What follows belongs to an exercise in optimizing a design on an open flow for small area, a short achievable clock period and few clock cycles; a production flow would make more cautious choices. The RTL was checked by simulation tests, not by an equivalence proof against the original design. No activity file was given, so power comes from the tool's default toggle rates.

==> design/flow/config.mk <==
export PLATFORM = sky130hd
export DESIGN_NAME = l3_cache_top
export DESIGN_NICKNAME = l3_cache_top
export VERILOG_FILES = /design/flow/design.v
export SDC_FILE = /design/flow/constraint.sdc
export NUM_CORES = 4
export LEC_CHECK = 0
export CAP_MARGIN = 20
export CORE_MARGIN = 2
export CORE_UTILIZATION = 60
export CTS_CLUSTER_DIAMETER = 60
export CTS_CLUSTER_SIZE = 20
export SETUP_SLACK_MARGIN = 3.4
export SLEW_MARGIN = 20
==> design/flow/design.v <==
`default_nettype none
package l3_cache_pkg;
  localparam int NUM_PORTS = 4;
  localparam int PORT_W    = 2;
  localparam int ADDR_W   = 16;
  localparam int DATA_W   = 32;
  localparam int INDEX_W  = 4;
  localparam int NUM_SETS = 16;
  localparam int TAG_W    = ADDR_W - INDEX_W;
  localparam int REQ_W    = 1 + ADDR_W + DATA_W + PORT_W;  
  localparam int RSP_DEPTH = 12;  
  localparam int MEM_DEPTH = 3;   
  localparam int RSP_CNT_W = 4;   
  localparam int RSP_PTR_W = 4;   
  localparam int MEM_CNT_W = 2;   
  localparam int RID_W     = 4;   
  localparam int RD_LIMIT  = 15;  
  typedef struct packed {
    logic              write;
    logic [ADDR_W-1:0] addr;
    logic [DATA_W-1:0] wdata;
    logic [PORT_W-1:0] port;
  } l3_req_t;
  typedef struct packed {
    logic [PORT_W-1:0] port;
    logic              write;
    logic [DATA_W-1:0] data;  
  } l3_rsp_t;
  typedef struct packed {
    logic              write;
    logic [ADDR_W-1:0] addr;
    logic [DATA_W-1:0] data;
  } mem_req_t;
endpackage
`default_nettype wire
`default_nettype none
module l3_req_arbiter (
  input  logic                                 clk,
  input  logic                                 reset,
  input  logic [l3_cache_pkg::NUM_PORTS-1:0]   port_valid,
  input  logic [l3_cache_pkg::NUM_PORTS*l3_cache_pkg::REQ_W-1:0] port_req,  
  output logic [l3_cache_pkg::NUM_PORTS-1:0]   port_ready,
  input  logic                                 room,       
  output logic                                 accept,     
  output logic                                 granted,    
  output logic                                 arb_valid,  
  output l3_cache_pkg::l3_req_t                arb_req,    
  output logic [l3_cache_pkg::ADDR_W-1:0]      nxt_addr    
);
  localparam int NUM_PORTS = l3_cache_pkg::NUM_PORTS;
  localparam int PORT_W    = l3_cache_pkg::PORT_W;
  localparam int REQ_W     = l3_cache_pkg::REQ_W;
  localparam int ADDR_W    = l3_cache_pkg::ADDR_W;
  localparam int DATA_W    = l3_cache_pkg::DATA_W;
  typedef l3_cache_pkg::l3_req_t l3_req_t;
  logic [PORT_W-1:0]    spec_q;       
  logic [NUM_PORTS-1:0] spec_oh_q;    
  logic [NUM_PORTS-1:0] cand;
  logic [PORT_W-1:0]    pick_port;
  logic                 found;
  logic                 grant;
  logic [PORT_W-1:0]    spec_d;
  l3_req_t              spec_req;
  logic                 armed_q;      
  assign granted   = |port_ready;
  assign accept    = |(port_valid & port_ready);
  assign arb_valid = accept;
  always_comb begin
    spec_req = '0;
    for (int p = 0; p < NUM_PORTS; p++) begin
      spec_req = spec_req | (port_req[p*REQ_W +: REQ_W] & {REQ_W{spec_oh_q[p]}});
    end
    spec_req.port = spec_q;
  end
  assign nxt_addr = spec_req.addr;
  assign cand = armed_q ? (port_valid & ~port_ready) : '0;
  always_comb begin
    logic [PORT_W-1:0] c;
    pick_port = spec_q;
    found     = 1'b0;
    for (int i = 0; i < NUM_PORTS; i++) begin
      c = spec_q + PORT_W'(i);
      if (!found && cand[c]) begin
        found     = 1'b1;
        pick_port = c;
      end
    end
  end
  assign grant  = room && (|(cand & spec_oh_q));
  assign spec_d = grant ? spec_q + 1'b1 : pick_port;
  always_ff @(posedge clk or posedge reset) begin
    if (reset) begin
      port_ready <= '0;
      armed_q    <= 1'b0;
      spec_q     <= '0;                  
      spec_oh_q  <= NUM_PORTS'(1);
    end else begin
      armed_q    <= 1'b1;
      port_ready <= grant ? spec_oh_q : '0;
      spec_q     <= spec_d;
      spec_oh_q  <= NUM_PORTS'(1) << spec_d;
    end
  end
  always_ff @(posedge clk) begin
    arb_req <= spec_req;
  end
endmodule
`default_nettype wire
`default_nettype none
module l3_lookup (
  input  logic                               clk,
  input  logic                               reset,
  input  logic                               arb_valid,
  input  l3_cache_pkg::l3_req_t              arb_req,
  input  logic [l3_cache_pkg::ADDR_W-1:0]    nxt_addr,   
  output logic                               miss_load,
  output logic                               miss_push,
  output logic                               miss_wb,
  output logic [l3_cache_pkg::TAG_W-1:0]     miss_wb_tag,
  output logic [l3_cache_pkg::DATA_W-1:0]    miss_wb_data,
  output logic [l3_cache_pkg::ADDR_W-1:0]    miss_addr,
  output logic                               rq_push,
  output logic [l3_cache_pkg::PORT_W-1:0]    rq_port,
  output logic                               rq_write,
  output logic [l3_cache_pkg::DATA_W-1:0]    rq_data,
  output logic                               rq_wait,
  output logic [l3_cache_pkg::RID_W-1:0]     rq_rid,
  input  logic                               mem_rsp_valid,
  input  logic [l3_cache_pkg::DATA_W-1:0]    mem_rsp_data,
  output logic [l3_cache_pkg::RID_W-1:0]     ret_rid,
  output logic [l3_cache_pkg::RID_W-1:0]     rd_inflight
);
  localparam int ADDR_W   = l3_cache_pkg::ADDR_W;
  localparam int DATA_W   = l3_cache_pkg::DATA_W;
  localparam int INDEX_W  = l3_cache_pkg::INDEX_W;
  localparam int NUM_SETS = l3_cache_pkg::NUM_SETS;
  localparam int TAG_W    = l3_cache_pkg::TAG_W;
  localparam int RID_W    = l3_cache_pkg::RID_W;
  logic [NUM_SETS-1:0][TAG_W-1:0]  tag_q;   
  logic [NUM_SETS-1:0][DATA_W-1:0] data_q;
  logic [NUM_SETS-1:0][RID_W-1:0]  prid_q;  
  logic [NUM_SETS-1:0] valid_q;
  logic [NUM_SETS-1:0] dirty_q;
  logic [NUM_SETS-1:0] pend_q;
  logic [NUM_SETS-1:0] fnow_q;   
  logic [RID_W-1:0] alloc_q;   
  logic [RID_W-1:0] ret_q;     
  logic [NUM_SETS-1:0] sel_q;    
  logic [INDEX_W-1:0]  nxt_index;
  logic [TAG_W-1:0]    nxt_tag;
  logic [NUM_SETS-1:0] nxt_sel;
  logic [NUM_SETS-1:0] nxt_hit;
  logic                same_line;
  logic                hit_q;    
  logic [TAG_W-1:0]    cur_tag;
  logic                hit;
  logic                miss;
  logic                rd_miss;
  logic [NUM_SETS-1:0][DATA_W+TAG_W+RID_W+2:0] line_all;
  logic [DATA_W+TAG_W+RID_W+2:0] line_sel;
  logic                line_valid;
  logic                line_dirty;
  logic                line_pend;
  logic [TAG_W-1:0]    line_tag;
  logic [RID_W-1:0]    line_prid;
  logic [DATA_W-1:0]   line_data;
  logic                line_ret;    
  logic [NUM_SETS-1:0] fill_hit;    
  logic [NUM_SETS-1:0]            pend_d;
  logic [NUM_SETS-1:0][RID_W-1:0] prid_d;
  logic [RID_W-1:0]               ret_d;
  assign nxt_index = nxt_addr[INDEX_W-1:0];
  assign nxt_tag   = nxt_addr[ADDR_W-1:INDEX_W];
  assign cur_tag   = arb_req.addr[ADDR_W-1:INDEX_W];
  always_comb begin
    for (int i = 0; i < NUM_SETS; i++) begin
      nxt_sel[i] = (nxt_index == INDEX_W'(i));
      nxt_hit[i] = valid_q[i] && (tag_q[i] == nxt_tag);
    end
  end
  assign same_line = arb_valid && |(nxt_sel & sel_q);
  always_ff @(posedge clk) begin
    sel_q <= nxt_sel;
    hit_q <= same_line ? (nxt_tag == cur_tag) : |(nxt_sel & nxt_hit);
  end
  always_comb begin
    for (int i = 0; i < NUM_SETS; i++) begin
      line_all[i] = {valid_q[i], dirty_q[i], pend_q[i], prid_q[i], tag_q[i], data_q[i]};
    end
  end
  l3_pick16 #(.W(DATA_W + TAG_W + RID_W + 3)) line_pick_i (
    .in (line_all), .sel (sel_q), .out (line_sel)
  );
  assign {line_valid, line_dirty, line_pend, line_prid, line_tag, line_data} = line_sel;
  assign hit      = hit_q;
  assign miss     = !hit_q;
  assign rd_miss  = arb_valid && miss && !arb_req.write;
  assign fill_hit = mem_rsp_valid ? fnow_q : '0;
  assign line_ret = mem_rsp_valid && |(sel_q & fnow_q);
  assign ret_rid     = ret_q;
  assign rd_inflight = alloc_q - ret_q;
  assign miss_load    = arb_valid;
  assign miss_push    = arb_valid && miss;
  assign miss_wb      = line_valid && line_dirty;
  assign miss_wb_tag  = line_tag;
  assign miss_wb_data = line_data;
  assign miss_addr    = arb_req.addr;
  assign rq_push  = arb_valid;
  assign rq_port  = arb_req.port;
  assign rq_write = arb_req.write;
  always_comb begin
    rq_data = line_data;
    rq_wait = 1'b0;
    rq_rid  = line_prid;
    if (arb_req.write) begin
      rq_data = arb_req.wdata;
    end else if (miss) begin
      rq_wait = 1'b1;
      rq_rid  = alloc_q;
    end else if (line_ret) begin
      rq_data = mem_rsp_data;
    end else if (line_pend) begin
      rq_wait = 1'b1;
    end
  end
  always_comb begin
    ret_d = mem_rsp_valid ? ret_q + 1'b1 : ret_q;
    for (int i = 0; i < NUM_SETS; i++) begin
      pend_d[i] = pend_q[i] && !fill_hit[i];
      prid_d[i] = prid_q[i];
      if (arb_valid && sel_q[i]) begin
        if (arb_req.write) begin
          pend_d[i] = 1'b0;
        end else if (miss) begin
          pend_d[i] = 1'b1;
          prid_d[i] = alloc_q;
        end
      end
    end
  end
  always_ff @(posedge clk or posedge reset) begin
    if (reset) begin
      valid_q <= '0;
      pend_q  <= '0;
      fnow_q  <= '0;
      alloc_q <= '0;
      ret_q   <= '0;
    end else begin
      ret_q  <= ret_d;
      pend_q <= pend_d;
      for (int i = 0; i < NUM_SETS; i++) begin
        fnow_q[i] <= pend_d[i] && (prid_d[i] == ret_d);
      end
      if (arb_valid && miss) begin
        alloc_q <= alloc_q + 1'b1;
      end
      if (arb_valid) begin
        valid_q <= valid_q | sel_q;
      end
    end
  end
  always_ff @(posedge clk) begin
    prid_q <= prid_d;
    for (int i = 0; i < NUM_SETS; i++) begin
      if (arb_valid && sel_q[i] && arb_req.write) begin
        data_q[i] <= arb_req.wdata;
      end else if (fill_hit[i]) begin
        data_q[i] <= mem_rsp_data;
      end
      if (arb_valid && sel_q[i]) begin
        tag_q[i]   <= cur_tag;
        dirty_q[i] <= arb_req.write || (hit && dirty_q[i]);
      end
    end
  end
endmodule
module l3_pick16 #(
  parameter int W = 1
) (
  input  logic [15:0][W-1:0] in,
  input  logic [15:0]        sel,
  output logic [W-1:0]       out
);
  always_comb begin
    out = '0;
    for (int i = 0; i < 16; i++) begin
      out = out | (in[i] & {W{sel[i]}});
    end
  end
endmodule
`default_nettype wire
`default_nettype none
module l3_line_fill (
  input  logic                               clk,
  input  logic                               reset,
  input  logic                               miss_load,   
  input  logic                               miss_push,   
  input  logic                               miss_wb,
  input  logic [l3_cache_pkg::TAG_W-1:0]     miss_wb_tag,
  input  logic [l3_cache_pkg::DATA_W-1:0]    miss_wb_data,
  input  logic [l3_cache_pkg::ADDR_W-1:0]    miss_addr,
  output logic [l3_cache_pkg::MEM_CNT_W-1:0] mq_count,
  output logic                               mq_pop,
  output logic                               mem_req_valid,
  output l3_cache_pkg::mem_req_t             mem_req,
  input  logic                               mem_req_ready
);
  localparam int ADDR_W  = l3_cache_pkg::ADDR_W;
  localparam int DATA_W  = l3_cache_pkg::DATA_W;
  localparam int INDEX_W = l3_cache_pkg::INDEX_W;
  localparam int TAG_W   = l3_cache_pkg::TAG_W;
  localparam int DEPTH   = l3_cache_pkg::MEM_DEPTH;
  localparam int CNT_W   = l3_cache_pkg::MEM_CNT_W;
  logic [DEPTH-1:0][ADDR_W-1:0] addr_q;    
  logic [DEPTH-1:0][TAG_W-1:0]  wtag_q;    
  logic [DEPTH-1:0][DATA_W-1:0] wdata_q;   
  logic [DEPTH-1:0]             wb_q;      
  logic                         rd_done_q;  
  logic                         valid_q;   
  logic [CNT_W-1:0]             count_q;
  logic              take;
  logic              swap;      
  logic [CNT_W-1:0]  wr_pos;
  logic [CNT_W-1:0]  count_d;
  assign mq_count = count_q;
  always_comb begin
    mem_req_valid = valid_q;
    mem_req.write = rd_done_q;
    mem_req.addr  = addr_q[0];
    mem_req.data  = wdata_q[0];
  end
  assign take   = valid_q && mem_req_ready;
  assign mq_pop = take && (rd_done_q || !wb_q[0]);
  assign swap   = take && !rd_done_q && wb_q[0];
  assign wr_pos = mq_pop ? count_q - 1'b1 : count_q;
  always_comb begin
    count_d = count_q;
    if (miss_push && !mq_pop) begin
      count_d = count_q + 1'b1;
    end else if (mq_pop && !miss_push) begin
      count_d = count_q - 1'b1;
    end
  end
  always_ff @(posedge clk or posedge reset) begin
    if (reset) begin
      count_q   <= '0;
      valid_q   <= 1'b0;
      rd_done_q <= 1'b0;
    end else begin
      count_q <= count_d;
      valid_q <= (count_d != '0);
      if (mq_pop) begin
        rd_done_q <= 1'b0;
      end else if (swap) begin
        rd_done_q <= 1'b1;
      end
    end
  end
  always_ff @(posedge clk) begin
    for (int i = 0; i < DEPTH; i++) begin
      if (miss_load && (wr_pos == CNT_W'(i))) begin
        addr_q[i]  <= miss_addr;
        wtag_q[i]  <= miss_wb_tag;
        wdata_q[i] <= miss_wb_data;
        wb_q[i]    <= miss_wb;
      end else if (mq_pop) begin
        if (i < DEPTH - 1) begin
          addr_q[i]  <= addr_q[i+1];
          wtag_q[i]  <= wtag_q[i+1];
          wdata_q[i] <= wdata_q[i+1];
          wb_q[i]    <= wb_q[i+1];
        end
      end else if (swap && i == 0) begin
        addr_q[0][ADDR_W-1:INDEX_W] <= wtag_q[0];
      end
    end
  end
endmodule
`default_nettype wire
`default_nettype none
module l3_rsp_queue (
  input  logic                               clk,
  input  logic                               reset,
  input  logic                               push,
  input  logic [l3_cache_pkg::PORT_W-1:0]    push_port,
  input  logic                               push_write,
  input  logic [l3_cache_pkg::DATA_W-1:0]    push_data,
  input  logic                               push_wait,
  input  logic [l3_cache_pkg::RID_W-1:0]     push_rid,
  input  logic                               mem_rsp_valid,
  input  logic [l3_cache_pkg::DATA_W-1:0]    mem_rsp_data,
  input  logic [l3_cache_pkg::RID_W-1:0]     ret_rid,
  output logic [l3_cache_pkg::RSP_CNT_W-1:0] count,
  output logic                               pop,
  output logic                               rsp_valid,
  output l3_cache_pkg::l3_rsp_t              rsp,
  input  logic                               rsp_ready
);
  localparam int PORT_W = l3_cache_pkg::PORT_W;
  localparam int DATA_W = l3_cache_pkg::DATA_W;
  localparam int RID_W  = l3_cache_pkg::RID_W;
  localparam int DEPTH  = l3_cache_pkg::RSP_DEPTH;
  localparam int CNT_W  = l3_cache_pkg::RSP_CNT_W;
  localparam int RING   = DEPTH - 1;   
  localparam int PTR_W  = l3_cache_pkg::RSP_PTR_W;
  logic              h_v_q;
  logic [PORT_W-1:0] h_port_q;
  logic              h_write_q;
  logic [DATA_W-1:0] h_data_q;
  logic              h_wait_q;
  logic [RID_W-1:0]  h_rid_q;
  logic              valid_q;    
  logic [RING-1:0][PORT_W-1:0] port_q;
  logic [RING-1:0]             write_q;
  logic [RING-1:0][DATA_W-1:0] data_q;
  logic [RING-1:0]             wait_q;
  logic [RING-1:0][RID_W-1:0]  rid_q;
  logic [PTR_W-1:0]            rd_q;
  logic [PTR_W-1:0]            wr_q;
  logic [CNT_W-1:0]            n_q;       
  logic [CNT_W-1:0]            count_q;   
  logic              h_cap;
  logic [RING-1:0]   cap;
  logic [RING-1:0]   load;
  logic              h_take;    
  logic              from_ring;
  logic              to_ring;
  logic [PORT_W-1:0] r_port;
  logic              r_write;
  logic [DATA_W-1:0] r_data;
  logic              r_wait;
  logic [RID_W-1:0]  r_rid;
  logic              h_v_d;
  logic              h_wait_d;
  logic [RID_W-1:0]  h_rid_d;
  logic              h_cnow_q;    
  logic [RING-1:0]   cnow_q;      
  logic [RID_W-1:0]  ret_d;
  assign count     = count_q;
  assign rsp_valid = valid_q;
  assign rsp.port  = h_port_q;
  assign rsp.write = h_write_q;
  assign rsp.data  = h_data_q;
  assign pop       = valid_q && rsp_ready;
  assign h_take    = !h_v_q || pop;
  assign from_ring = h_take && (n_q != '0);
  assign to_ring   = push && !(h_take && (n_q == '0));
  assign h_cap = mem_rsp_valid && h_cnow_q;
  assign ret_d = mem_rsp_valid ? ret_rid + 1'b1 : ret_rid;
  always_comb begin
    for (int i = 0; i < RING; i++) begin
      cap[i]  = mem_rsp_valid && cnow_q[i];
      load[i] = to_ring && (wr_q == PTR_W'(i));
    end
  end
  always_comb begin
    r_port  = '0;
    r_write = 1'b0;
    r_data  = '0;
    r_wait  = 1'b0;
    r_rid   = '0;
    for (int i = 0; i < RING; i++) begin
      if (rd_q == PTR_W'(i)) begin
        r_port  = port_q[i];
        r_write = write_q[i];
        r_data  = cap[i] ? mem_rsp_data : data_q[i];
        r_wait  = wait_q[i] && !cap[i];
        r_rid   = rid_q[i];
      end
    end
  end
  always_comb begin
    if (h_take) begin
      h_v_d    = (n_q != '0) || push;
      h_wait_d = (n_q != '0) ? r_wait : push_wait;
      h_rid_d  = (n_q != '0) ? r_rid : push_rid;
    end else begin
      h_v_d    = 1'b1;
      h_wait_d = h_wait_q && !h_cap;
      h_rid_d  = h_rid_q;
    end
  end
  always_ff @(posedge clk or posedge reset) begin
    if (reset) begin
      h_v_q   <= 1'b0;
      valid_q <= 1'b0;
      rd_q    <= '0;
      wr_q    <= '0;
      n_q     <= '0;
      count_q <= '0;
    end else begin
      h_v_q   <= h_v_d;
      valid_q <= h_v_d && !h_wait_d;
      if (from_ring) begin
        rd_q <= (rd_q == PTR_W'(RING - 1)) ? '0 : rd_q + 1'b1;
      end
      if (to_ring) begin
        wr_q <= (wr_q == PTR_W'(RING - 1)) ? '0 : wr_q + 1'b1;
      end
      if (to_ring && !from_ring) begin
        n_q <= n_q + 1'b1;
      end else if (from_ring && !to_ring) begin
        n_q <= n_q - 1'b1;
      end
      if (push && !pop) begin
        count_q <= count_q + 1'b1;
      end else if (pop && !push) begin
        count_q <= count_q - 1'b1;
      end
    end
  end
  always_ff @(posedge clk) begin
    h_wait_q <= h_wait_d;
    h_cnow_q <= h_wait_d && (h_rid_d == ret_d);
    for (int i = 0; i < RING; i++) begin
      if (load[i]) begin
        cnow_q[i] <= push_wait && (push_rid == ret_d);
      end else begin
        cnow_q[i] <= wait_q[i] && !cap[i] && (rid_q[i] == ret_d);
      end
    end
    if (h_take) begin
      if (n_q != '0) begin
        h_port_q  <= r_port;
        h_write_q <= r_write;
        h_data_q  <= r_data;
        h_rid_q   <= r_rid;
      end else begin
        h_port_q  <= push_port;
        h_write_q <= push_write;
        h_data_q  <= push_data;
        h_rid_q   <= push_rid;
      end
    end else if (h_cap) begin
      h_data_q <= mem_rsp_data;
    end
    for (int i = 0; i < RING; i++) begin
      if (load[i]) begin
        port_q[i]  <= push_port;
        write_q[i] <= push_write;
        data_q[i]  <= push_data;
        wait_q[i]  <= push_wait;
        rid_q[i]   <= push_rid;
      end else if (cap[i]) begin
        data_q[i] <= mem_rsp_data;
        wait_q[i] <= 1'b0;
      end
    end
  end
endmodule
module l3_fits #(
  parameter int W     = 4,
  parameter int LIMIT = 1
) (
  input  logic [W-1:0] count,
  input  logic         a,
  input  logic         g,
  input  logic         freed,
  output logic         ok
);
  logic le1, le2, le3;
  logic ok0, ok1;
  assign le1 = (count <= W'(LIMIT - 1));
  assign le2 = (count <= W'(LIMIT - 2));
  assign le3 = (count <= W'(LIMIT - 3));
  assign ok0 = (a && g) ? le3 : (a || g) ? le2 : le1;    
  assign ok1 = (a && g) ? le2 : (a || g) ? le1 : 1'b1;   
  assign ok  = freed ? ok1 : ok0;
endmodule
module l3_top (
  input  logic                                 clk,
  input  logic                                 reset,
  input  logic [l3_cache_pkg::NUM_PORTS-1:0]   port_valid,
  input  logic [l3_cache_pkg::NUM_PORTS*l3_cache_pkg::REQ_W-1:0] port_req,  
  output logic [l3_cache_pkg::NUM_PORTS-1:0]   port_ready,
  output logic                                 rsp_valid,
  output l3_cache_pkg::l3_rsp_t                rsp,
  input  logic                                 rsp_ready,
  output logic                                 mem_req_valid,
  output l3_cache_pkg::mem_req_t               mem_req,
  input  logic                                 mem_req_ready,
  input  logic                                 mem_rsp_valid,
  input  logic [l3_cache_pkg::DATA_W-1:0]      mem_rsp_data
);
  localparam int ADDR_W    = l3_cache_pkg::ADDR_W;
  localparam int DATA_W    = l3_cache_pkg::DATA_W;
  localparam int TAG_W     = l3_cache_pkg::TAG_W;
  localparam int PORT_W    = l3_cache_pkg::PORT_W;
  localparam int RID_W     = l3_cache_pkg::RID_W;
  localparam int RSP_DEPTH = l3_cache_pkg::RSP_DEPTH;
  localparam int MEM_DEPTH = l3_cache_pkg::MEM_DEPTH;
  localparam int RD_LIMIT  = l3_cache_pkg::RD_LIMIT;
  typedef l3_cache_pkg::l3_req_t l3_req_t;
  logic    room;
  logic    accept;
  logic    granted;
  logic    arb_valid;
  l3_req_t arb_req;
  logic [ADDR_W-1:0] nxt_addr;
  logic              miss_load;
  logic              miss_push;
  logic              miss_wb;
  logic [TAG_W-1:0]  miss_wb_tag;
  logic [DATA_W-1:0] miss_wb_data;
  logic [ADDR_W-1:0] miss_addr;
  logic              rq_push;
  logic [PORT_W-1:0] rq_port;
  logic              rq_write;
  logic [DATA_W-1:0] rq_data;
  logic              rq_wait;
  logic [RID_W-1:0]  rq_rid;
  logic [RID_W-1:0]  ret_rid;
  logic [RID_W-1:0]  rd_inflight;
  logic [l3_cache_pkg::MEM_CNT_W-1:0] mq_count;
  logic              mq_pop;
  logic [l3_cache_pkg::RSP_CNT_W-1:0] rq_count;
  logic              rq_pop;
  logic rq_fits, mq_fits, rd_fits;
  l3_fits #(.W(l3_cache_pkg::RSP_CNT_W), .LIMIT(RSP_DEPTH)) rq_fits_i (
    .count (rq_count), .a (granted), .g (1'b0), .freed (rq_pop), .ok (rq_fits)
  );
  l3_fits #(.W(l3_cache_pkg::MEM_CNT_W), .LIMIT(MEM_DEPTH)) mq_fits_i (
    .count (mq_count), .a (granted), .g (1'b0), .freed (mq_pop), .ok (mq_fits)
  );
  l3_fits #(.W(RID_W), .LIMIT(RD_LIMIT)) rd_fits_i (
    .count (rd_inflight), .a (granted), .g (1'b0), .freed (mem_rsp_valid), .ok (rd_fits)
  );
  assign room = rq_fits && mq_fits && rd_fits;
  l3_req_arbiter arbiter_i (
    .clk        (clk),
    .reset      (reset),
    .port_valid (port_valid),
    .port_req   (port_req),
    .port_ready (port_ready),
    .room       (room),
    .accept     (accept),
    .granted    (granted),
    .arb_valid  (arb_valid),
    .arb_req    (arb_req),
    .nxt_addr   (nxt_addr)
  );
  l3_lookup lookup_i (
    .clk           (clk),
    .reset         (reset),
    .arb_valid     (arb_valid),
    .arb_req       (arb_req),
    .nxt_addr      (nxt_addr),
    .miss_load     (miss_load),
    .miss_push     (miss_push),
    .miss_wb       (miss_wb),
    .miss_wb_tag   (miss_wb_tag),
    .miss_wb_data  (miss_wb_data),
    .miss_addr     (miss_addr),
    .rq_push       (rq_push),
    .rq_port       (rq_port),
    .rq_write      (rq_write),
    .rq_data       (rq_data),
    .rq_wait       (rq_wait),
    .rq_rid        (rq_rid),
    .mem_rsp_valid (mem_rsp_valid),
    .mem_rsp_data  (mem_rsp_data),
    .ret_rid       (ret_rid),
    .rd_inflight   (rd_inflight)
  );
  l3_line_fill line_fill_i (
    .clk           (clk),
    .reset         (reset),
    .miss_load     (miss_load),
    .miss_push     (miss_push),
    .miss_wb       (miss_wb),
    .miss_wb_tag   (miss_wb_tag),
    .miss_wb_data  (miss_wb_data),
    .miss_addr     (miss_addr),
    .mq_count      (mq_count),
    .mq_pop        (mq_pop),
    .mem_req_valid (mem_req_valid),
    .mem_req       (mem_req),
    .mem_req_ready (mem_req_ready)
  );
  l3_rsp_queue rsp_queue_i (
    .clk           (clk),
    .reset         (reset),
    .push          (rq_push),
    .push_port     (rq_port),
    .push_write    (rq_write),
    .push_data     (rq_data),
    .push_wait     (rq_wait),
    .push_rid      (rq_rid),
    .mem_rsp_valid (mem_rsp_valid),
    .mem_rsp_data  (mem_rsp_data),
    .ret_rid       (ret_rid),
    .count         (rq_count),
    .pop           (rq_pop),
    .rsp_valid     (rsp_valid),
    .rsp           (rsp),
    .rsp_ready     (rsp_ready)
  );
endmodule
`default_nettype wire
`default_nettype none
module l3_cache_top (
  input  logic         clk,
  input  logic         reset,
  input  logic [3:0]   port_valid,
  input  logic [3:0]   port_write,
  input  logic [63:0]  port_addr,
  input  logic [127:0] port_wdata,
  output logic [3:0]   port_ready,
  output logic         rsp_valid,
  output logic [1:0]   rsp_port,
  output logic         rsp_write,
  output logic [31:0]  rsp_data,
  input  logic         rsp_ready,
  output logic         mem_req_valid,
  output logic         mem_req_write,
  output logic [15:0]  mem_req_addr,
  output logic [31:0]  mem_req_data,
  input  logic         mem_req_ready,
  input  logic         mem_rsp_valid,
  input  logic [31:0]  mem_rsp_data
);
  localparam int NUM_PORTS = l3_cache_pkg::NUM_PORTS;
  localparam int PORT_W    = l3_cache_pkg::PORT_W;
  localparam int ADDR_W    = l3_cache_pkg::ADDR_W;
  localparam int DATA_W    = l3_cache_pkg::DATA_W;
  localparam int INDEX_W   = l3_cache_pkg::INDEX_W;
  localparam int NUM_SETS  = l3_cache_pkg::NUM_SETS;
  localparam int TAG_W     = l3_cache_pkg::TAG_W;
  localparam int REQ_W     = l3_cache_pkg::REQ_W;
  typedef l3_cache_pkg::l3_req_t  l3_req_t;
  typedef l3_cache_pkg::l3_rsp_t  l3_rsp_t;
  typedef l3_cache_pkg::mem_req_t mem_req_t;
  logic [NUM_PORTS*REQ_W-1:0] port_req;
  l3_rsp_t  rsp;
  mem_req_t mem_req;
  always_comb begin
    for (int p = 0; p < NUM_PORTS; p++) begin
      port_req[p*REQ_W +: REQ_W] = {port_write[p], port_addr[p*ADDR_W +: ADDR_W],
                                    port_wdata[p*DATA_W +: DATA_W], PORT_W'(p)};
    end
  end
  l3_top l3_top_i (
    .clk           (clk),
    .reset         (reset),
    .port_valid    (port_valid),
    .port_req      (port_req),
    .port_ready    (port_ready),
    .rsp_valid     (rsp_valid),
    .rsp           (rsp),
    .rsp_ready     (rsp_ready),
    .mem_req_valid (mem_req_valid),
    .mem_req       (mem_req),
    .mem_req_ready (mem_req_ready),
    .mem_rsp_valid (mem_rsp_valid),
    .mem_rsp_data  (mem_rsp_data)
  );
  assign rsp_port      = rsp.port;
  assign rsp_write     = rsp.write;
  assign rsp_data      = rsp.data;
  assign mem_req_write = mem_req.write;
  assign mem_req_addr  = mem_req.addr;
  assign mem_req_data  = mem_req.data;
endmodule
`default_nettype wire
==> design/flow/run.sh <==
#!/bin/bash
# synth_recipe.tcl (not shown) runs the flow's synth.tcl, then flattens the netlist and writes it again
# the make line also repeats each setting of config.mk as NAME=value (left out here)
make -C /OpenROAD-flow-scripts/flow DESIGN_CONFIG=/design/flow/config.mk WORK_HOME=/design/flow/orfs CLKGATE_MAP_FILE= SYNTH_SCRIPT=/design/flow/synth_recipe.tcl finish
==> design/flow/constraint.sdc <==
create_clock -name core_clock -period 6.0 [get_ports {clk}]
set_input_delay 1.2000 -clock core_clock [delete_from_list [all_inputs] [get_ports {clk}]]
set_output_delay 1.2000 -clock core_clock [all_outputs]
set_load 0.01 [all_outputs]
==> results of run 1 <==
==> flip-flops by register name, indices dropped and copies added (netlist names), 44 cells and up <==
name and count:
l3_top_i.rsp_queue_i.data_q 352, l3_top_i.arbiter_i.arb_req 51, l3_top_i.line_fill_i.addr_q 48, l3_top_i.lookup_i.prid_q 64, l3_top_i.rsp_queue_i.rid_q 44, l3_top_i.line_fill_i.wdata_q 96, l3_top_i.lookup_i.data_q 512, l3_top_i.lookup_i.tag_q 192
==> worst min path at each step <==
| stage | to | startpoint | cells past startpoint |
|---|---|---|---|
| final | l3_top_i.rsp_queue_i.h_rid_q[2] | l3_top_i.rsp_queue_i.h_rid_q[2] | 2 |
| after global routing | l3_top_i.lookup_i.prid_q[60] | l3_top_i.lookup_i.prid_q[60] | 1 |
| after global placement | l3_top_i.rsp_queue_i.h_rid_q[2] | l3_top_i.rsp_queue_i.h_rid_q[2] | 2 |
| after CTS | l3_top_i.rsp_queue_i.h_rid_q[2] | l3_top_i.rsp_queue_i.h_rid_q[2] | 2 |
| after detailed placement | l3_top_i.rsp_queue_i.h_rid_q[2] | l3_top_i.rsp_queue_i.h_rid_q[2] | 2 |
| after floorplan | l3_top_i.arbiter_i.arb_req[0] | l3_top_i.arbiter_i.spec_q[0] | 0 |
==> layout by cell type, fill, tap and decap left out, types with 38 or more instances in the layout <==
cell type           n
nand4_1           118
inv_1              45
nor2_2             40
nand2_1           344
dfrtp_1            78
a22o_1            163
nand3_1           125
xnor2_1           210
a221oi_1          140
mux2_4            249
nor2_4             60
buf_2              79
nand2_2            45
buf_12            164
a21oi_1           268
a22oi_1           214
o22ai_1            38
a21oi_2           101
xor2_1             49
dfxtp_1           481
mux2i_1           319
o21ai_1           101
nand2_8            94
clkbuf_16         170
buf_6             105
clkdlybuf4s50_1   185
edfxtp_1         1026
nor2_1            202
a22oi_2            39
o21ai_0           146
and3_1             45
buf_4             464
nand2_4            42
mux2_2            468
==> area by class of cell <==
| cell class | count | share of cell area |
|---|---|---|
| clock buffers | 158 | 0.0360 |
| well taps | 1742 | 0.0213 |
| repair inverters | 7 | 0.000905 |
| multi-input cells | 4356 | 0.382 |
| flip-flops and latches | 1616 | 0.422 |
| diodes | 4 | 0.0000979 |
| repair buffers | 1129 | 0.123 |
| clock inverters | 86 | 0.0110 |
| inverters | 69 | 0.00378 |
==> what timing repair did <==
| action | 4_1_cts | 5_1_grt |
|---|---|---|
| gates cloned | 80 | 48 |
| resized for setup | 822 | 667 |
| buffers inserted | 394 | 195 |
| endpoints found under the setup margin | 2016 | 712 |
| pin swaps | 165 | 234 |
==> cells by family (layout without fill, tap and decap cells) <==
group,after synthesis,after routing
buf+inv,777,1449
flops,1616,1616
mux,1044,1044
fa+ha+maj,16,16
other cells,1,5
simple gates,1320,1387
compound gates,1626,1631
xor+xnor,277,277
==> power breakdown <==
group	switching [W]	internal, W	leakage (nW)	total, W
sequential	0.00257	0.0153	14.6	0.0178
clock	0.00454	0.00541	2.35	0.00995
combinational	0.0174	0.0118	23.0	0.0292
==> metal layers <==
| metal | up-vias | global-route usage | wire (um) |
|---|---|---|---|
| met5 | - | 0 | 158 |
| met4 | 10 | 0.341 | 36200 |
| met3 | 2154 | 0.159 | 55600 |
| met2 | 6470 | 0.709 | 144000 |
| met1 | 32500 | 0.592 | 112000 |
| li1 | 26700 | - | - |
==> through the flow <==
step	utilization	area (um^2)	worst slack (ns)	std cells	hold slack [ns]
final	0.791	102000	3.07	9167	0.479
after global routing	0.791	102000	3.06	9163	0.525
after CTS	0.748	96700	3.19	8920	0.479
after floorplan	-	82500	2.79	6677	0.345
after detailed placement	0.655	84700	1.36	8202	0.464
after global placement	0.655	84700	1.40	8202	0.455
==> worst reg2reg max path, cell delays in order, from the launching register on <==
cell and delay [ns]:
dfxtp_2 0.70, buf_4 0.34, nor2_2 0.07, buf_6 0.21, o41ai_1 0.62, xnor2_1 0.18, nand4_1 0.11, buf_4 0.20
o21ai_0 0.39
==> impl_metrics.ini, run 1 <==
[outcome]
status = timing/DRC/antenna clean

[clock_tree]
clock_path_buffers = 3
clockRootBuffer = clkbuf_16
cts_tree = done
clk_latency_ns = 0.82
clock_sinks = 1616
numCtsBuffers = 137
htree_levels = 4
clk_pin_slew_ns = 0.08
cts_hold_buf = 0

[logic_synthesis]
synthSimpleGateAreaFrac = 0.0811
synth_fa_ha_area_frac = 0.00282
synth_seq_area_share = 0.552
syn_inst = 6677
mappedNetlistArea_um2 = 78000
ys.flop_type = edfxtp_1
synth_mux_area_frac = 0.146
syn_nets = 6929
synth-xor-area-share = 0.0311
synth.most_common_cell = edfxtp_1
synth_seq_cells = 1616
yosysTopAreaCell = edfxtp_1
ys_warn_count = 6
synthArstFlopShare = 0.0551
synth_edf_count = 1026
synth.distinct_cells = 93
avgSynthCellArea_um2 = 11.7
synth_top_family_by_area = multiplexers
synth_compound_area_frac = 0.143
synthTopCellsByCount = edfxtp_1 (1,026), mux2_2 (717), dfxtp_1 (501)
synth_top_area_frac = 0.395
ys_top_cells_by_area = edfxtp_1 (39%), dfxtp_1 (13%), mux2_2 (10%)

[layout]
drive_above_1_share = 0.370
multi_input_area_um2 = 39000
syn2layout_area_growth_pct = 31.1
num-fill-cells = 7680
regArea_um2 = 43200
nets = 7568

[setup_path]
crit_fanout = 19
critPathLaunch = l3_top_i.lookup_i.hit_q
crit_path_max_incr_delay_ns = 0.70
crit_buf_inv = 3
rr_worst_depth = 8
rrSetupSlack_ns = 3.07
cp-end-kind = register
cp_top_family = compound AO/OA/AOI/OAI gates
critPathArrivalTime_ns = 3.59
r2r-end = l3_top_i.rsp_queue_i.cnow_q[2]
cp-endpoint = l3_top_i.rsp_queue_i.cnow_q[2]
r2r_start = l3_top_i.lookup_i.hit_q
crit_path_top_delay_cell = dfxtp_2
crit_required_ns = 6.66
crit_path_start_kind = register
crit_chain = buf_4, nor2_2, buf_6, o41ai_1, xnor2_1, nand4_1, buf_4, o21ai_0
crit_path_frequent_cell = buf_4
path_depth = 8
worstSetupPathType = reg -> reg

[global_route]
grt_overflow = 0
antenna_found_initial = 13
grt_use_total = 0.480
grt_pass1_wl_um = 453000
grt_max_degree = 90
grt_pass1_vias = 61900

[detailed_routing]
avgRoutedWirePerCell_um = 37.9
vias = 67800
routed_wirelength_um = 348000
antenna_left = 0
vias_per_cell = 7.39
dr.first_iter.drc_count = 12000
drtPass1Iterations = 9
drcViolationCount = 0

[floorplan]
rows = 132
dieHeight_um = 365
ios = 327
start_util = 0.603
core_area_um2 = 129000
dieArea_um2 = 133000
die_x_um = 365

[timing]
slew_headroom = 0.243
hold_viol_final = 0
skew_ns = 0.0497
max_freq_mhz = 341
min_period_ns = 2.93
fin_crit_sh = 0.489
tightest_slew_ns = 1.13
tns_ns = 0
slew_viol_final = 0
rsz0062_at_grt = true
setup_viol = 0

[flow_run]
drv_cap = 0

[power]
p_total_w = 0.0570
power_per_cell_area_nw_per_um2 = 557
ir_drop_uv = 383
p_leak_nw = 40.0

[placed_design]
dp.final_hpwl_um = 167000
gp_congestion = 0.993
port_buffers = 326

[worst_hold_path]
hp-class = reg -> reg
Testbench counts, summed over its fixed seeds: cycles 2,293.
==> run 2: changes to the inputs <==
--- a/design/flow/config.mk
+++ b/design/flow/config.mk
@@ -13,2 +13,3 @@
 export SETUP_SLACK_MARGIN = 3.4
 export SLEW_MARGIN = 20
+export TNS_END_PERCENT = 5
==> impl_metrics.ini, run 2 <==
[logic_synthesis]
yosysTopAreaCell = edfxtp_1
ys_warn_count = 6
syn_inst = 6677
synth_top_area_frac = 0.395
syn_nets = 6929
synth_seq_area_share = 0.552
synth.most_common_cell = edfxtp_1
synthArstFlopShare = 0.0551
synth.distinct_cells = 93
synthTopCellsByCount = edfxtp_1 (1,026), mux2_2 (717), dfxtp_1 (501)
synth_edf_count = 1026
avgSynthCellArea_um2 = 11.7
ys.flop_type = edfxtp_1
ys_top_cells_by_area = edfxtp_1 (39%), dfxtp_1 (13%), mux2_2 (10%)
synth_seq_cells = 1616
mappedNetlistArea_um2 = 78000

[floorplan]
ios = 327
dieArea_um2 = 133000
dieHeight_um = 365
start_util = 0.603
core_area_um2 = 129000
rows = 132
die_x_um = 365

[detailed_routing]
drcViolationCount = 0
drtPass1Iterations = 7
avgRoutedWirePerCell_um = 36.2
antenna_left = 0
vias_per_cell = 7.26
dr.first_iter.drc_count = 9976
vias = 65200
routed_wirelength_um = 325000

[setup_path]
crit_path_max_incr_delay_ns = 0.77
crit_path_top_delay_cell = a221oi_1
rrSetupSlack_ns = 3.01
critPathLaunch = l3_top_i.lookup_i.sel_q[4]
rr_worst_depth = 7
crit_path_frequent_cell = buf_4
worstSetupPathType = reg -> reg
crit_required_ns = 6.54
critPathArrivalTime_ns = 3.52
crit_fanout = 16
cp-endpoint = l3_top_i.line_fill_i.wb_q[1]
crit_path_start_kind = register
cp-end-kind = register
r2r-end = l3_top_i.line_fill_i.wb_q[1]
r2r_start = l3_top_i.lookup_i.sel_q[4]
crit_buf_inv = 2
cp_top_family = compound AO/OA/AOI/OAI gates
crit_chain = buf_4, buf_4, a22o_1, a221oi_1, nand3_1, o22a_1, mux2_2
path_depth = 7

[timing]
slew_viol_final = 0
fin_crit_sh = 0.498
max_freq_mhz = 335
setup_viol = 0
rsz0062_at_grt = true
slew_headroom = 0.202
hold_viol_final = 0
min_period_ns = 2.99
skew_ns = 0.0282
tightest_slew_ns = 1.19
tns_ns = 0

[global_route]
grt_overflow = 0
grt_pass1_vias = 61900
grt_use_total = 0.472
grt_pass1_wl_um = 446000
grt_max_degree = 74
antenna_found_initial = 31

[layout]
largest_registers = l3_top_i.lookup_i.data_q: 512 flops, l3_top_i.rsp_queue_i.data_q: 352 flops, l3_top_i.lookup_i.tag_q: 192 flops
num-fill-cells = 8755
drive_above_1_share = 0.282
mostFrequentLayoutCell = edfxtp_1
layout_common_cells = edfxtp_1 (1,026), mux2_2 (715), dfxtp_1 (484), buf_4 (430), nand2_1 (398)
syn2layout_area_growth_pct = 22.3
regMostFlops = l3_top_i.lookup_i.data_q
nets = 7365
multi_input_area_um2 = 34100
regArea_um2 = 43200
largest_reg_flops = 512

[power]
switching_share = 0.427
comb_power_share = 0.481
p_total_w = 0.0519
power_per_cell_area_nw_per_um2 = 544
ir_drop_uv = 374
power.internal_w = 0.0297
power_frac_seq = 0.335
p_leak_nw = 36.9
switchingPower_w = 0.0222
pwr-share-clk = 0.183

[flow_run]
drv_cap = 0

[clock_tree]
cts_tree = done
numCtsBuffers = 138
clk_latency_ns = 0.80
htree_levels = 4
clockRootBuffer = clkbuf_16
clk_pin_slew_ns = 0.08
clock_path_buffers = 3
clock_sinks = 1616

[placed_design]
port_buffers = 326
dp.final_hpwl_um = 177000
gp_congestion = 0.965

[outcome]
status = timing/DRC/antenna clean

[worst_hold_path]
hp-class = reg -> reg
==> run 2: cell count changes in the layout (fill, tap and decap cells not counted), sizes merged, moves of 11 or more <==
cell	delta
buf	-224
clkdlybuf4s50	+57
nand2	-43
dlygate4sd2	+35
clkbuf	-17
diode	+16
bufinv	-11
==> run 2: worst reg2reg max path, delay by kind of cell (launching register included) <==
family          cells  cell delay (ns)
simple gates        1             0.26
compound gates      3             1.35
mux                 1             0.29
buf+inv             2             0.43
flops               1             0.40
==> run 2: cell families after synthesis <==
kind of cell / share of synthesized area
compound gates: 0.143
flops: 0.552
xor+xnor: 0.0311
simple gates: 0.0811
fa+ha+maj: 0.00282
other cells: 0.0000481
buf+inv: 0.0438
mux: 0.146
==> run 2: power groups by stage <==
| stage | sequential, W | combinational, W | clock [W] |
|---|---|---|---|
| finish | 0.0174 | 0.0250 | 0.00953 |
| global route | 0.0176 | 0.0256 | 0.00989 |
| CTS | 0.0173 | 0.0226 | 0.00947 |
| detailed placement | 0.0179 | 0.0182 | 0 |
| global placement | 0.0178 | 0.0180 | 0 |
| floorplan | 0.0165 | 0.0115 | 0 |
==> run 2: metrics by stage <==
stage          utilization  cells  hold WS (ns)  instance area, um^2  worst slack [ns]
6_report             0.738   8980         0.479                95400              3.01
5_1_grt              0.737   8965         0.507                95300              3.05
4_1_cts              0.725   8879         0.491                93800              3.12
3_5_place_dp         0.641   8287         0.469                83000              1.26
3_3_place_gp         0.641   8287         0.456                82900              1.35
2_1_floorplan            -   6677         0.345                78200              2.62
==> run 2: routing by layer <==
layer / wire [um] / GRT usage / part of all wire / up-vias
met5: 239 / 0 / 0.00074 / -
met4: 30600 / 0.361 / 0.094 / 34
met1: 109000 / 0.564 / 0.34 / 31800
met3: 46600 / 0.169 / 0.14 / 1691
li1: - / - / - / 26200
met2: 138000 / 0.699 / 0.43 / 5484
==> run 2: how the worst min path moves through the flow <==
stage | startpoint | endpoint | slack (ns) | depth (start not counted)
floorplan | l3_top_i.arbiter_i.spec_q[0] | l3_top_i.arbiter_i.arb_req[0] | 0.35 | 0
global placement | l3_top_i.arbiter_i.arb_req[37] | l3_top_i.line_fill_i.addr_q[35] | 0.46 | 0
detailed placement | l3_top_i.arbiter_i.spec_q[1] | l3_top_i.arbiter_i.arb_req[1] | 0.47 | 0
CTS | l3_top_i.arbiter_i.arb_req[37] | l3_top_i.line_fill_i.addr_q[35] | 0.49 | 0
global route | l3_top_i.rsp_queue_i.h_rid_q[2] | l3_top_i.rsp_queue_i.h_rid_q[2] | 0.51 | 2
finish | l3_top_i.rsp_queue_i.h_rid_q[2] | l3_top_i.rsp_queue_i.h_rid_q[2] | 0.48 | 2
==> run 2: final cells by class <==
type                            instances  share of cell area
Timing Repair inverter                 10             0.00117
Tap cell                             1742              0.0229
Multi-Input combinational cell       4297               0.358
Sequential cell                      1616               0.452
Antenna cell                           20            0.000525
Inverter                               69             0.00386
Timing Repair Buffer                  981               0.113
Clock inverter                         83             0.00895
Clock buffer                          162              0.0394
==> run 2: timing repair <==
action | 4_1_cts | 5_1_grt
setup buffers | 291 | 67
hold buffers | 0 | 0
gates cloned | 56 | 14
pin swaps | 151 | 62
resized for setup | 601 | 155
endpoints found under the setup margin | 2081 | 1433
==> run 3: changes to the inputs <==
--- a/design/flow/config.mk
+++ b/design/flow/config.mk
@@ -11,5 +11,5 @@
 export CTS_CLUSTER_DIAMETER = 60
 export CTS_CLUSTER_SIZE = 20
-export SETUP_SLACK_MARGIN = 3.4
+export SETUP_SLACK_MARGIN = 3.2
 export SLEW_MARGIN = 20
 export TNS_END_PERCENT = 5
==> impl_metrics.ini, run 3 <==
[logic_synthesis]
synth_seq_cells = 1616
ys.flop_type = edfxtp_1
synth_fa_ha_area_frac = 0.00282
synth_mux_area_frac = 0.146
synthTopCellsByCount = edfxtp_1 (1,026), mux2_2 (717), dfxtp_1 (501)
synth.distinct_cells = 93
synth_edf_count = 1026
avgSynthCellArea_um2 = 11.7
synth_top_area_frac = 0.395
yosysTopAreaCell = edfxtp_1
synth.most_common_cell = edfxtp_1
ys_warn_count = 6
synthArstFlopShare = 0.0551
mappedNetlistArea_um2 = 78000
syn_inst = 6677
synth_seq_area_share = 0.552
synthSimpleGateAreaFrac = 0.0811
syn_nets = 6929
synth_compound_area_frac = 0.143
ys_top_cells_by_area = edfxtp_1 (39%), dfxtp_1 (13%), mux2_2 (10%)
synth-xor-area-share = 0.0311
synth_top_family_by_area = multiplexers

[setup_path]
crit_chain = clkdlybuf4s50_1
worstSetupPathType = reg -> out
crit_path_max_incr_delay_ns = 0.61
cp-endpoint = rsp_data[26]
crit_required_ns = 4.80
r2r_start = l3_top_i.lookup_i.sel_q[12]
crit_buf_inv = 1
cp-end-kind = primary output
critPathArrivalTime_ns = 1.92
path_depth = 1
critPathLaunch = l3_top_i.rsp_queue_i.h_data_q[26]
rr_worst_depth = 9
rrSetupSlack_ns = 2.90
crit_path_start_kind = register
crit_path_top_delay_cell = clkdlybuf4s50_1
r2r-end = l3_top_i.rsp_queue_i.h_data_q[22]
crit_fanout = 1
cp_top_family = buffers and inverters

[global_route]
grt_pass1_wl_um = 422000
antenna_found_initial = 24
grt_use_total = 0.442
grt_overflow = 0
grt_max_degree = 74
grt_pass1_vias = 59700

[timing]
hold_viol_final = 0
tightest_slew_ns = 0.980
skew_ns = 0.0243
rsz0062_at_grt = true
max_freq_mhz = 321
slew_headroom = 0.347
fin_crit_sh = 0.520
min_period_ns = 3.12
tns_ns = 0
slew_viol_final = 0
setup_viol = 0

[floorplan]
core_area_um2 = 129000
ios = 327
rows = 132
start_util = 0.603
dieArea_um2 = 133000
dieHeight_um = 365
die_x_um = 365

[clock_tree]
htree_levels = 4
clock_path_buffers = 3
clk_pin_slew_ns = 0.08
clockRootBuffer = clkbuf_16
clock_sinks = 1616
numCtsBuffers = 138
cts_hold_buf = 0
clk_latency_ns = 0.80
cts_tree = done

[detailed_routing]
routed_wirelength_um = 307000
dr.first_iter.drc_count = 9664
avgRoutedWirePerCell_um = 34.8
vias = 63100
antenna_left = 0
drtPass1Iterations = 7
vias_per_cell = 7.15
top_layer = met5
met2RoutedLength_um = 134000
wirelength_met1_um = 105000
dr_wl_met3_um = 42100
drcViolationCount = 0

[power]
ir_drop_uv = 379
p_leak_nw = 35.3
power_per_cell_area_nw_per_um2 = 535

[placed_design]
gp_congestion = 0.965
placed_cell_area_um2 = 83000
dp.final_hpwl_um = 177000
port_buffers = 326

[layout]
drive_above_1_share = 0.252
largest_reg_flops = 512
layout_common_cells = edfxtp_1 (1,026), mux2_2 (717), dfxtp_1 (484), nand2_1 (404), a21oi_1 (388)
mostFrequentLayoutCell = edfxtp_1
nets = 7204
syn2layout_area_growth_pct = 18.4
design_area_um2 = 92400
largest_registers = l3_top_i.lookup_i.data_q: 512 flops, l3_top_i.rsp_queue_i.data_q: 352 flops, l3_top_i.lookup_i.tag_q: 192 flops
num-fill-cells = 9197
regMostFlops = l3_top_i.lookup_i.data_q

[outcome]
status = timing/DRC/antenna clean

[worst_hold_path]
hp-class = reg -> reg

[flow_run]
drv_cap = 0
-- run 3: changes by cell type in the layout (fill, tap and decap cells not counted), sizes merged, moves of 2 or more --
| cell | change |
|---|---|
| clkdlybuf4s50 | +76 |
| dlygate4sd2 | -66 |
| buf | -154 |
| dlymetal6s2s | -6 |
| clkinv | +2 |
| bufbuf | -10 |
| clkbuf | +5 |
| inv | -4 |
-- run 3: area by class of cell --
| class | count | area, um^2 | area share |
|---|---|---|---|
| antenna | 19 | 47.5 | 0.000515 |
| tap | 1742 | 2180 | 0.0236 |
| timing repair buffer | 825 | 8660 | 0.0937 |
| inverter | 69 | 354 | 0.00383 |
| clock inverter | 83 | 853 | 0.00924 |
| clock buffer | 162 | 3750 | 0.0406 |
| timing repair inverter | 7 | 90.1 | 0.000975 |
| sequential | 1616 | 43100 | 0.467 |
| multi-input combinational | 4295 | 33300 | 0.360 |
-- run 3: what timing repair did --
| item | 4_1_cts | 5_1_grt |
|---|---|---|
| gates resized for setup | 312 | 112 |
| endpoints found under the setup margin | 1940 | 1905 |
| pin swaps | 96 | 17 |
| gates cloned | 18 | 25 |
| setup buffers | 196 | 28 |
| hold endpoints to repair | 0 | 0 |
-- run 3: how the worst min path moves through the flow --
stage	from	endpoint	slack [ns]	cells after the start
after floorplan	l3_top_i.arbiter_i.spec_q[0]	l3_top_i.arbiter_i.arb_req[0]	0.35	0
after global placement	l3_top_i.arbiter_i.arb_req[37]	l3_top_i.line_fill_i.addr_q[35]	0.46	0
after detailed placement	l3_top_i.arbiter_i.spec_q[1]	l3_top_i.arbiter_i.arb_req[1]	0.47	0
after CTS	l3_top_i.arbiter_i.arb_req[37]	l3_top_i.line_fill_i.addr_q[35]	0.49	0
after global routing	l3_top_i.arbiter_i.arb_req[36]	l3_top_i.line_fill_i.addr_q[34]	0.52	0
final	l3_top_i.arbiter_i.arb_req[37]	l3_top_i.line_fill_i.addr_q[35]	0.49	0
-- run 3: logic make-up (layout without fill, tap and decap cells) --
group                      after synthesis  after routing
adders and majority gates               16             16
AOI/OAI and AO/OA                     1626           1626
DFF                                   1616           1616
xor gates and xnor gates               277            277
other                                    1             20
muxes                                 1044           1044
and+or+nand+nor                       1320           1331
buffers and inverters                  777           1146
-- run 3: routing by layer --
metal / vias up / track usage
met4: 22 / 0.291
met5: - / 0
li1: 25900 / -
met3: 1431 / 0.128
met2: 5043 / 0.677
met1: 30700 / 0.546
-- run 3: stage by stage --
step | power [W] | cells | util | hold slack [ns] | setup WS, ns
after global routing | 0.0507 | 8803 | 0.714 | 0.520 | 2.85
final | 0.0494 | 8818 | 0.714 | 0.486 | 2.88
after global placement | 0.0358 | 8287 | 0.641 | 0.456 | 1.35
after detailed placement | 0.0361 | 8287 | 0.641 | 0.469 | 1.26
after CTS | 0.0480 | 8746 | 0.705 | 0.491 | 2.85
after floorplan | 0.0280 | 6677 | - | 0.345 | 2.62
-- run 3: power breakdown --
part           total [W]  internal [W]  switching [W]
clock network    0.00950       0.00502        0.00448
registers         0.0174        0.0153        0.00219
logic             0.0225       0.00814         0.0143
total             0.0494        0.0284         0.0210
==> run 4: changes to the inputs <==
--- a/design/flow/config.mk
+++ b/design/flow/config.mk
@@ -11,5 +11,5 @@
 export CTS_CLUSTER_DIAMETER = 60
 export CTS_CLUSTER_SIZE = 20
-export SETUP_SLACK_MARGIN = 3.2
+export SETUP_SLACK_MARGIN = 3.4
 export SLEW_MARGIN = 20
-export TNS_END_PERCENT = 5
+export TNS_END_PERCENT = 0
==> impl_metrics.ini, run 4 <==
[timing]
hold_viol_final = 0
max_freq_mhz = 327
setup_viol = 0
skew_ns = 0.0285
rsz0062_at_grt = true
slew_viol_final = 0
tns_ns = 0
slew_headroom = 0.197
fin_crit_sh = 0.509
min_period_ns = 3.06
tightest_slew_ns = 1.20

[placed_design]
placed_cell_area_um2 = 82900
port_buffers = 326
dp.final_hpwl_um = 177000
gp_congestion = 0.965

[clock_tree]
htree_levels = 4
clk_latency_ns = 0.80
clockRootBuffer = clkbuf_16
clk_pin_slew_ns = 0.08
cts_tree = done
cts_hold_buf = 0
numCtsBuffers = 136
clock_path_buffers = 3
clock_sinks = 1616

[global_route]
grt_max_degree = 68
grt_pass1_vias = 60000
grt_use_total = 0.449
grt_overflow = 0
grt_pass1_wl_um = 427000
antenna_found_initial = 25

[floorplan]
dieArea_um2 = 133000
start_util = 0.603
rows = 132
die_x_um = 365
dieHeight_um = 365
ios = 327
core_area_um2 = 129000

[worst_hold_path]
hold_depth = 0
hp-start = l3_top_i.arbiter_i.arb_req[36]
hp-class = reg -> reg
whs_endpoint = l3_top_i.line_fill_i.addr_q[34]

[detailed_routing]
dr.first_iter.drc_count = 10300
antenna_left = 0
avgRoutedWirePerCell_um = 34.7
routed_wirelength_um = 307000
vias = 62800
drcViolationCount = 0
vias_per_cell = 7.09
drtPass1Iterations = 7

[layout]
largest_reg_flops = 512
largest_registers = l3_top_i.lookup_i.data_q: 512 flops, l3_top_i.rsp_queue_i.data_q: 352 flops, l3_top_i.lookup_i.tag_q: 192 flops
drive_above_1_share = 0.257
layout_common_cells = edfxtp_1 (1,026), mux2_2 (717), dfxtp_1 (484), nand2_1 (400), buf_4 (383)
nets = 7226
regMostFlops = l3_top_i.lookup_i.data_q
syn2layout_area_growth_pct = 18.8
design_area_um2 = 92700
num-fill-cells = 9130
mostFrequentLayoutCell = edfxtp_1

[logic_synthesis]
synthArstFlopShare = 0.0551
mappedNetlistArea_um2 = 78000
ys_warn_count = 6
syn_nets = 6929
synth.distinct_cells = 93
ys.flop_type = edfxtp_1
synth_seq_area_share = 0.552
synth.most_common_cell = edfxtp_1
synth_edf_count = 1026
ys_top_cells_by_area = edfxtp_1 (39%), dfxtp_1 (13%), mux2_2 (10%)
avgSynthCellArea_um2 = 11.7
syn_inst = 6677
synthTopCellsByCount = edfxtp_1 (1,026), mux2_2 (717), dfxtp_1 (501)
yosysTopAreaCell = edfxtp_1
synth_top_area_frac = 0.395
synth_seq_cells = 1616

[setup_path]
critPathArrivalTime_ns = 3.70
crit_required_ns = 6.65
crit_path_start_kind = input pin
r2r-end = l3_top_i.rsp_queue_i.h_data_q[31]
r2r_start = l3_top_i.lookup_i.sel_q[12]
rr_worst_depth = 9
crit_fanout = 11
worstSetupPathType = in -> reg
cp-end-kind = register
rrSetupSlack_ns = 3.03

[power]
power_per_cell_area_nw_per_um2 = 536
p_leak_nw = 35.6
ir_drop_uv = 378

[outcome]
status = timing/DRC/antenna clean

[flow_run]
drv_cap = 0
[run 4: cell counts after synthesis]
Identical to the previous run, type by type.
[run 4: worst max-delay path: stages]
cell	delay, ns
dlygate4sd2_1	0.75
mux2i_1	0.22
mux4_2	0.52
o311ai_2	0.35
a21oi_1	0.20
nor3_1	0.26
a221o_1	0.18
[run 4: repair_timing]
action | in CTS | in global routing
gates resized for setup | 513 | 100
cloned | 31 | 7
endpoints found under the setup margin | 2190 | 1908
buffers inserted | 202 | 41
pin swaps | 95 | 44
[run 4: report_power, final]
part	total [W]	leakage, nW	switching (W)	internal (W)
combinational	0.0227	18.7	0.0145	0.00815
sequential	0.0175	14.6	0.00223	0.0153
clock	0.00949	2.26	0.00443	0.00506
total	0.0497	35.6	0.0212	0.0285
[run 4: metal layers]
layer | track usage | wire (um) | vias to the layer above | share of wire
met3 | 0.133 | 42500 | 1237 | 0.14
met5 | 0 | 90 | - | 0.00029
met1 | 0.566 | 107000 | 30600 | 0.35
li1 | - | - | 25900 | -
met4 | 0.294 | 25700 | 12 | 0.083
met2 | 0.674 | 132000 | 4969 | 0.43
[run 4: final cells by class]
cell class	instances	area, um^2	area share
diodes	26	65.1	0.000702
clock buffers	167	3750	0.0404
clock inverters	78	876	0.00945
inverters	69	354	0.00382
multi-input cells	4296	33500	0.361
flip-flops and latches	1616	43200	0.466
well taps	1742	2180	0.0235
repair buffers	851	8790	0.0949
repair inverters	4	27.5	0.000297
[run 4: logic make-up after synthesis]
kind of cell / Yosys count / share of synthesized area
other: 1 / 0.0000481
XOR/XNOR: 277 / 0.0311
multiplexers: 1044 / 0.146
buffers and inverters: 777 / 0.0438
flip-flops: 1616 / 0.552
AO/OA/AOI/OAI: 1626 / 0.143
AND/OR/NAND/NOR: 1320 / 0.0811
adder cells (fa/ha/maj): 16 / 0.00282
[run 4: worst max path at each step]
| stage | slack (ns) | to | from | depth (start not counted) |
|---|---|---|---|---|
| finish | 2.94 | l3_top_i.rsp_queue_i.h_data_q[31] | mem_rsp_data[31] | 7 |
| global route | 3.01 | l3_top_i.rsp_queue_i.h_data_q[31] | mem_rsp_valid | 9 |
| CTS | 3.17 | l3_top_i.lookup_i.hit_q | l3_top_i.arbiter_i.spec_oh_q[1] | 8 |
| detailed placement | 1.21 | l3_top_i.rsp_queue_i.data_q[58] | port_valid[3] | 10 |
| global placement | 1.33 | l3_top_i.rsp_queue_i.data_q[58] | port_valid[0] | 10 |
| floorplan | 2.52 | l3_top_i.line_fill_i.addr_q[32] | mem_req_ready | 6 |
[run 4: through the flow]
step / cells / util / power [W] / setup slack, ns / hold slack [ns]
floorplan: 6677 / - / 0.0279 / 2.52 / 0.345
global placement: 8297 / 0.641 / 0.0358 / 1.33 / 0.454
detailed placement: 8297 / 0.641 / 0.0361 / 1.21 / 0.468
CTS: 8775 / 0.709 / 0.0480 / 3.17 / 0.493
global route: 8830 / 0.716 / 0.0510 / 3.01 / 0.519
finish: 8849 / 0.717 / 0.0497 / 2.94 / 0.483
==> run 5: changes to the inputs <==
--- a/design/flow/design.v
+++ b/design/flow/design.v
@@ -167,4 +167,6 @@
   logic                line_ret;    
   logic [NUM_SETS-1:0] fill_hit;    
+  logic [NUM_SETS-1:0] wsel;        
+  logic [NUM_SETS-1:0] fsel;        
   logic [NUM_SETS-1:0]            pend_d;
   logic [NUM_SETS-1:0][RID_W-1:0] prid_d;
@@ -260,11 +262,15 @@
     end
   end
+  always_comb begin
+    for (int i = 0; i < NUM_SETS; i++) begin
+      wsel[i] = arb_valid && sel_q[i] && arb_req.write;
+      fsel[i] = fill_hit[i] && !wsel[i];
+    end
+  end
   always_ff @(posedge clk) begin
     prid_q <= prid_d;
     for (int i = 0; i < NUM_SETS; i++) begin
-      if (arb_valid && sel_q[i] && arb_req.write) begin
-        data_q[i] <= arb_req.wdata;
-      end else if (fill_hit[i]) begin
-        data_q[i] <= mem_rsp_data;
+      if (wsel[i] || fsel[i]) begin
+        data_q[i] <= (arb_req.wdata & {DATA_W{wsel[i]}}) | (mem_rsp_data & {DATA_W{fsel[i]}});
       end
       if (arb_valid && sel_q[i]) begin
==> impl_metrics.ini, run 5 <==
[outcome]
status = timing/DRC/antenna clean

[power]
pwr-share-clk = 0.209
p_leak_nw = 35.7
switching_share = 0.419
power_per_cell_area_nw_per_um2 = 524
power.internal_w = 0.0272
comb_power_share = 0.420
power_frac_seq = 0.371
switchingPower_w = 0.0196
ir_drop_uv = 366

[floorplan]
core_area_um2 = 125000
ios = 327
rows = 130
dieArea_um2 = 129000
start_util = 0.603
die_x_um = 359
dieHeight_um = 359

[global_route]
grt_overflow = 0
grt_use_total = 0.431
grt_max_degree = 106
grt_pass1_vias = 58300
grt_pass1_wl_um = 407000
antenna_found_initial = 13

[setup_path]
crit_path_start_kind = input pin
r2r_start = l3_top_i.lookup_i.sel_q[6]
crit_required_ns = 6.46
rr_worst_depth = 11
worstSetupPathType = in -> reg
critPathLaunch = port_valid[0]
crit_chain = clkdlybuf4s50_1, a22oi_2, and2_4, clkinvlp_4, buf_12, clkbuf_16, and3_2, a21oi_4, clkinvlp_4, buf_6
r2r-end = l3_top_i.rsp_queue_i.h_data_q[27]
cp-end-kind = register
crit_fanout = 32
rrSetupSlack_ns = 3.08
crit_path_frequent_cell = clkinvlp_4
crit_path_top_delay_cell = clkdlybuf4s50_1
cp-endpoint = l3_top_i.lookup_i.data_q[400]
crit_path_max_incr_delay_ns = 0.44
critPathArrivalTime_ns = 3.48

[logic_synthesis]
synth_seq_cells = 1616
synthArstFlopShare = 0.0551
avgSynthCellArea_um2 = 11.1
synth_top_area_frac = 0.408
ys.flop_type = edfxtp_1
synth_edf_count = 1026
syn_nets = 7037
ys_top_cells_by_area = edfxtp_1 (41%), dfxtp_1 (13%), a22o_1 (6.4%)
syn_inst = 6785
ys_warn_count = 6
yosysTopAreaCell = edfxtp_1
synth.distinct_cells = 82
synth_seq_area_share = 0.570
mappedNetlistArea_um2 = 75500
synth.most_common_cell = edfxtp_1
synthTopCellsByCount = edfxtp_1 (1,026), a22o_1 (554), nor2_1 (503)

[clock_tree]
cts_tree = done
clockRootBuffer = clkbuf_16
numCtsBuffers = 136
clock_path_buffers = 3
cts_hold_buf = 0
clk_pin_slew_ns = 0.07
clock_sinks = 1616
clk_latency_ns = 0.81
htree_levels = 4

[placed_design]
dp.final_hpwl_um = 170000
placed_cell_area_um2 = 79900
port_buffers = 326
gp_congestion = 1.03

[detailed_routing]
antenna_left = 0
routed_wirelength_um = 296000
drtPass1Iterations = 7
drcViolationCount = 0
vias = 62800
dr.first_iter.drc_count = 10600
avgRoutedWirePerCell_um = 33.9
vias_per_cell = 7.20

[layout]
layout_common_cells = edfxtp_1 (1,026), a22o_1 (553), dfxtp_1 (484), nor2_1 (478), a21oi_1 (450)
syn2layout_area_growth_pct = 18.3
mostFrequentLayoutCell = edfxtp_1
design_area_um2 = 89400
drive_above_1_share = 0.165
nets = 7218
largest_registers = l3_top_i.lookup_i.data_q: 512 flops, l3_top_i.rsp_queue_i.data_q: 352 flops, l3_top_i.lookup_i.tag_q: 192 flops
regMostFlops = l3_top_i.lookup_i.data_q
largest_reg_flops = 512

[timing]
slew_headroom = 0.251
holdWs_ns = 0.469
fin_crit_sh = 0.503
slew_viol_final = 0
setup_viol = 0
skew_ns = 0.0310
tns_ns = 0
tightest_slew_ns = 1.12
hold_viol_final = 0
rsz0062_at_grt = true
min_period_ns = 3.02
max_freq_mhz = 331

[flow_run]
drv_cap = 0

[worst_hold_path]
hp-class = reg -> reg
run 5: power by group through the flow:
stage / Sequential, W / Combinational, W / Clock (W)
5_1_grt: 0.0175 / 0.0205 / 0.0102
2_1_floorplan: 0.0160 / 0.0110 / 0
3_5_place_dp: 0.0176 / 0.0164 / 0
3_3_place_gp: 0.0175 / 0.0161 / 0
6_report: 0.0174 / 0.0197 / 0.00981
4_1_cts: 0.0173 / 0.0175 / 0.00976
run 5: cell families (layout without fill, tap and decap cells):
family                     Yosys count  in the layout  synth area share
DFF                               1616           1616             0.570
other                                1              7         0.0000496
adders and majority gates           16             16           0.00292
xor gates and xnor gates           300            300            0.0348
buffers and inverters              883           1164            0.0491
AOI/OAI and AO/OA                 2101           2103             0.197
and+or+nand+nor                   1393           1397            0.0816
muxes                              475            475            0.0647
run 5: worst max-delay path: cells and delay by family:
kind | cells | cell delay, ns
AOI/OAI and AO/OA | 2 | 0.44
buffers and inverters | 6 | 1.28
and+or+nand+nor | 2 | 0.46
run 5: routing by layer:
| layer | GRT usage | wire, um | part of all wire |
|---|---|---|---|
| met5 | 0.0163 | 489 | 0.0017 |
| met4 | 0.235 | 19000 | 0.064 |
| met3 | 0.136 | 44300 | 0.15 |
| met2 | 0.645 | 128000 | 0.43 |
| met1 | 0.559 | 104000 | 0.35 |
run 5: metrics by stage:
step | setup WS, ns | std cells | util | power, W
after floorplan | 2.50 | 6785 | - | 0.0270
after global placement | 1.21 | 8230 | 0.638 | 0.0336
after detailed placement | 1.12 | 8231 | 0.638 | 0.0340
after CTS | 3.09 | 8588 | 0.694 | 0.0446
after global routing | 3.03 | 8722 | 0.714 | 0.0482
final | 2.98 | 8728 | 0.714 | 0.0468
run 5: worst min path at each step:
stage / from / depth (start not counted) / to / slack [ns]
final: l3_top_i.rsp_queue_i.count_q[3] / 1 / l3_top_i.rsp_queue_i.count_q[3] / 0.47
after detailed placement: l3_top_i.rsp_queue_i.count_q[3] / 1 / l3_top_i.rsp_queue_i.count_q[3] / 0.46
after global routing: l3_top_i.rsp_queue_i.count_q[3] / 1 / l3_top_i.rsp_queue_i.count_q[3] / 0.49
after floorplan: l3_top_i.arbiter_i.spec_q[0] / 0 / l3_top_i.arbiter_i.arb_req[0] / 0.35
after CTS: l3_top_i.rsp_queue_i.count_q[3] / 1 / l3_top_i.rsp_queue_i.count_q[3] / 0.47
after global placement: l3_top_i.rsp_queue_i.h_rid_q[0] / 2 / l3_top_i.rsp_queue_i.h_rid_q[0] / 0.44
run 5: what timing repair did:
action | CTS | global route
gates cloned | 8 | 19
buffers inserted | 105 | 115
pin swaps | 35 | 78
gates resized for setup | 372 | 249
setup endpoints to repair | 2319 | 2016
run 5: cell type report:
type / count / area (um^2)
diodes: 6 / 15.0
clock inverters: 86 / 1120
clock buffers: 158 / 3700
well taps: 1650 / 2060
multi-input cells: 4292 / 30600
flip-flops and latches: 1616 / 43200
repair inverters: 2 / 15.0
fillers: 8927 / 35800
inverters: 122 / 564
repair buffers: 796 / 8190
Testbench counts of run 5, summed over its fixed seeds: cycles 2,293.

-- separate check: timing with driven ports --
Ports are ideal in the flow. The routed layouts listed here were re-timed in OpenROAD.
Step 1, drivers: a clkbuf_16 drives clk and a buf_2 each remaining input, both assumed.
Step 2 adds t to the input delays and takes it off the output delays; t is the mean of the earliest and latest rising clock arrival at the registers after step 1. Input paths then give back, and output paths get back, about the clock's delay inside the block.
Slacks: no drivers / after step 1 / after step 2; pairs: no drivers / after step 1.
run	t, ns	setup WS [ns]	clock arrival spread, ns	slew at the worst register clock pin (ns)	worst data-port slew with drivers (ns)
run 1	0.885	3.069 / 3.069 / 2.202	0.053 / 0.053	0.10 / 0.10	0.18
run 2	0.874	3.014 / 3.014 / 2.278	0.032 / 0.032	0.09 / 0.09	0.19
run 3	0.872	2.880 / 2.793 / 2.104	0.026 / 0.026	0.08 / 0.08	0.20
run 4	0.873	2.943 / 2.996 / 2.122	0.031 / 0.031	0.09 / 0.09	0.15
run 5	0.871	2.982 / 3.029 / 2.159	0.031 / 0.031	0.09 / 0.09	0.08
After both steps setup and hold are still met in every run listed. The setup slack of run 1, which loses most, moves by 0.000 ns with the drivers and by -0.867 ns with both steps.
